From an optimization exercise on the open Yosys and OpenROAD flow, aimed at small area and a short achievable clock period; shortcuts taken in it are not production practice. In this exercise RTL edits were held to simulation tests only and were not proved equivalent to the original. Power is estimated from default activity; no workload was simulated.

Setup of xenon:
// sync_fifo
module sync_fifo #(
    parameter int ADDR_WIDTH = 8,
    parameter int DATA_WIDTH = 8
) (
    input  logic                  clk,
    input  logic                  rst,
    input  logic [DATA_WIDTH-1:0] w_data,
    input  logic                  w_push,
    output logic                  w_full,
    input  logic                  r_pop,
    output logic [DATA_WIDTH-1:0] r_data,
    output logic                  r_empty,
    output logic [ADDR_WIDTH:0]   count,
    output logic                  overflow,
    output logic                  underflow
);
Settings: LEC_CHECK=0, CAP_MARGIN=20, CORE_MARGIN=2, CORE_UTILIZATION=80, CTS_CLUSTER_DIAMETER=100, CTS_CLUSTER_SIZE=30, SETUP_SLACK_MARGIN=1.8, SLEW_MARGIN=20, SYNTH_HIERARCHICAL=1, TNS_END_PERCENT=100; clock period 3.7 ns.
run.sh (not shown) runs the stock make flow with config.mk's settings and CLKGATE_MAP_FILE= SYNTH_SCRIPT=/design/flow/synth_recipe.tcl, a recipe that flattens the netlist after the stock synthesis.
xenon went all the way through the flow, and no timing, DRC or antenna check failed.
Inputs modified between xenon and quartz:
- SETUP_SLACK_MARGIN changed from 1.8 to 1.9
- TNS_END_PERCENT changed from 100 to 5
- Net total in the final layout essentially unchanged between xenon and quartz.
- quartz | status: complete | timing, DRC, antenna: pass
- Changes observed in quartz relative to xenon: total power has remained practically unchanged; power density over cell area saw little to no change; count of boundary I/O pins level; multi-input logic area has remained practically unchanged; flip-flop and latch share of the layout cell area held.
- Compared quartz vs xenon, and final critical delay including setup and external delays is down in quartz.
- For post-layout utilization of the core, quartz and xenon come out practically identical.
- quartz: data arrival time of the worst path is 20 ps lower than what xenon reported.
- The run showing the greater non-clock buffer count is quartz.
The inputs of willow differ from those of quartz as listed below.
- TNS_END_PERCENT changed from 5 to 100
- SETUP_SLACK_MARGIN changed from 1.9 to 1.8
- CORE_UTILIZATION changed from 80 to 84
--- outcome ---
- Diff willow..quartz | post-layout total power | negligible
- Area inside the core boundary: willow better than quartz
- The more densely filled core belongs to willow, not quartz.
- Fraction of the cycle the final worst path needs in willow is 0.28 points above quartz.
- Smallest setup slack after layout on willow is down relative to quartz.
- As far as final area is concerned, quartz and willow perform about the same.
- quartz -> willow: combinational power flat

========
## the baseline
sync_fifo, a different RTL version from the one above (not shown whole).
For scale: roughly 2100 flip-flops, about 33 I/O pins, roughly 72000 sq um of cells after synthesis.
Settings: LEC_CHECK=0, CAP_MARGIN=20, CORE_MARGIN=2, CORE_UTILIZATION=70, CTS_CLUSTER_DIAMETER=100, CTS_CLUSTER_SIZE=30, SETUP_SLACK_MARGIN=1.9, SLEW_MARGIN=20, TNS_END_PERCENT=5; clock period 3.7 ns.
The baseline reached the final stage; the timing, design-rule and antenna checks on its layout passed.
Inputs modified between the baseline and the candidate:
# the baseline
export LEC_CHECK = 0
export CAP_MARGIN = 20
export CORE_MARGIN = 2
export CORE_UTILIZATION = 70
export CTS_CLUSTER_DIAMETER = 100
export CTS_CLUSTER_SIZE = 30
export SETUP_SLACK_MARGIN = 1.9
export SLEW_MARGIN = 20
export TNS_END_PERCENT = 5
create_clock -name core_clock -period 3.7 [get_ports {clk}]
# the candidate
export LEC_CHECK = 0
export CAP_MARGIN = 20
export CORE_MARGIN = 2
export CORE_UTILIZATION = 55
export SETUP_SLACK_MARGIN = 1.5
export SLEW_MARGIN = 20
export TNS_END_PERCENT = 5
create_clock -name core_clock -period 3.7 [get_ports {clk}]
[summary]
Looking at critical-path cell with the highest stage delay, the sky130_fd_sc_hd__nand3_4 result is from the candidate; the sky130_fd_sc_hd__or4_4 one comes from the baseline.
There was hardly any difference in multi-input combinational gate total between the candidate and the baseline.
Compared with the baseline, in the candidate worst path setup slack after routing shows a reduction of 0.25 ns, share of final-layout standard cells stronger than drive strength 1 has increased.

========
sync_fifo again, from the RTL that the note above started with.
make LEC_CHECK=0 CAP_MARGIN=20 CORE_MARGIN=2 CORE_UTILIZATION=55 SLEW_MARGIN=20 finish   # period 3.7 ns
The baseline finished with timing, DRC and antenna clean.
Rerun with:
Settings changed: SETUP_SLACK_MARGIN from default to 1.9, TNS_END_PERCENT from default to 5.
After rerunning: The changed run completed without violations. Fmax climbs by well over a third. Synthesized area does not change. Worst setup slack gains 0.85 ns. Cell area climbs slightly. Total power climbs by a few percent. Critical path depth stays the same. Synthesized cell count stays the same.

static timing again, ports no longer ideal:
In the flow no input, the clock included, has a driving cell. The finished layouts below were timed again as built, in two steps.
Step 1 assumes that a clkbuf_16 drives the clock port and a buf_2 every other input.
Step 2, shift: input delay + t, output delay - t, t = (earliest + latest rising clock arrival at the registers) / 2. This alone moves slack from input paths to output paths.
Slacks: no drivers / after step 1 / after step 2; pairs: no drivers / after step 1.
run	t, ns	setup WS [ns]	worst setup path after step 2
xenon	0.758	1.730 / 1.708 / 1.208	input to register
quartz	0.758	1.740 / 1.706 / 1.195	input to register
willow	0.758	1.729 / 1.703 / 1.155	input to register
the baseline	0.775	1.714 / 1.661 / 1.063	input to register
the candidate	0.899	1.466 / 1.466 / 0.918	input to register
the first run of note 3	0.882	0.809 / 0.726 / 0.690	input to register
the second run of note 3	0.899	1.658 / 1.573 / 0.919	input to register
After both steps setup and hold are still met in every run listed. For the second run of note 3, which loses most, drivers alone change the setup slack by -0.085 ns; drivers and shift together by -0.739 ns.
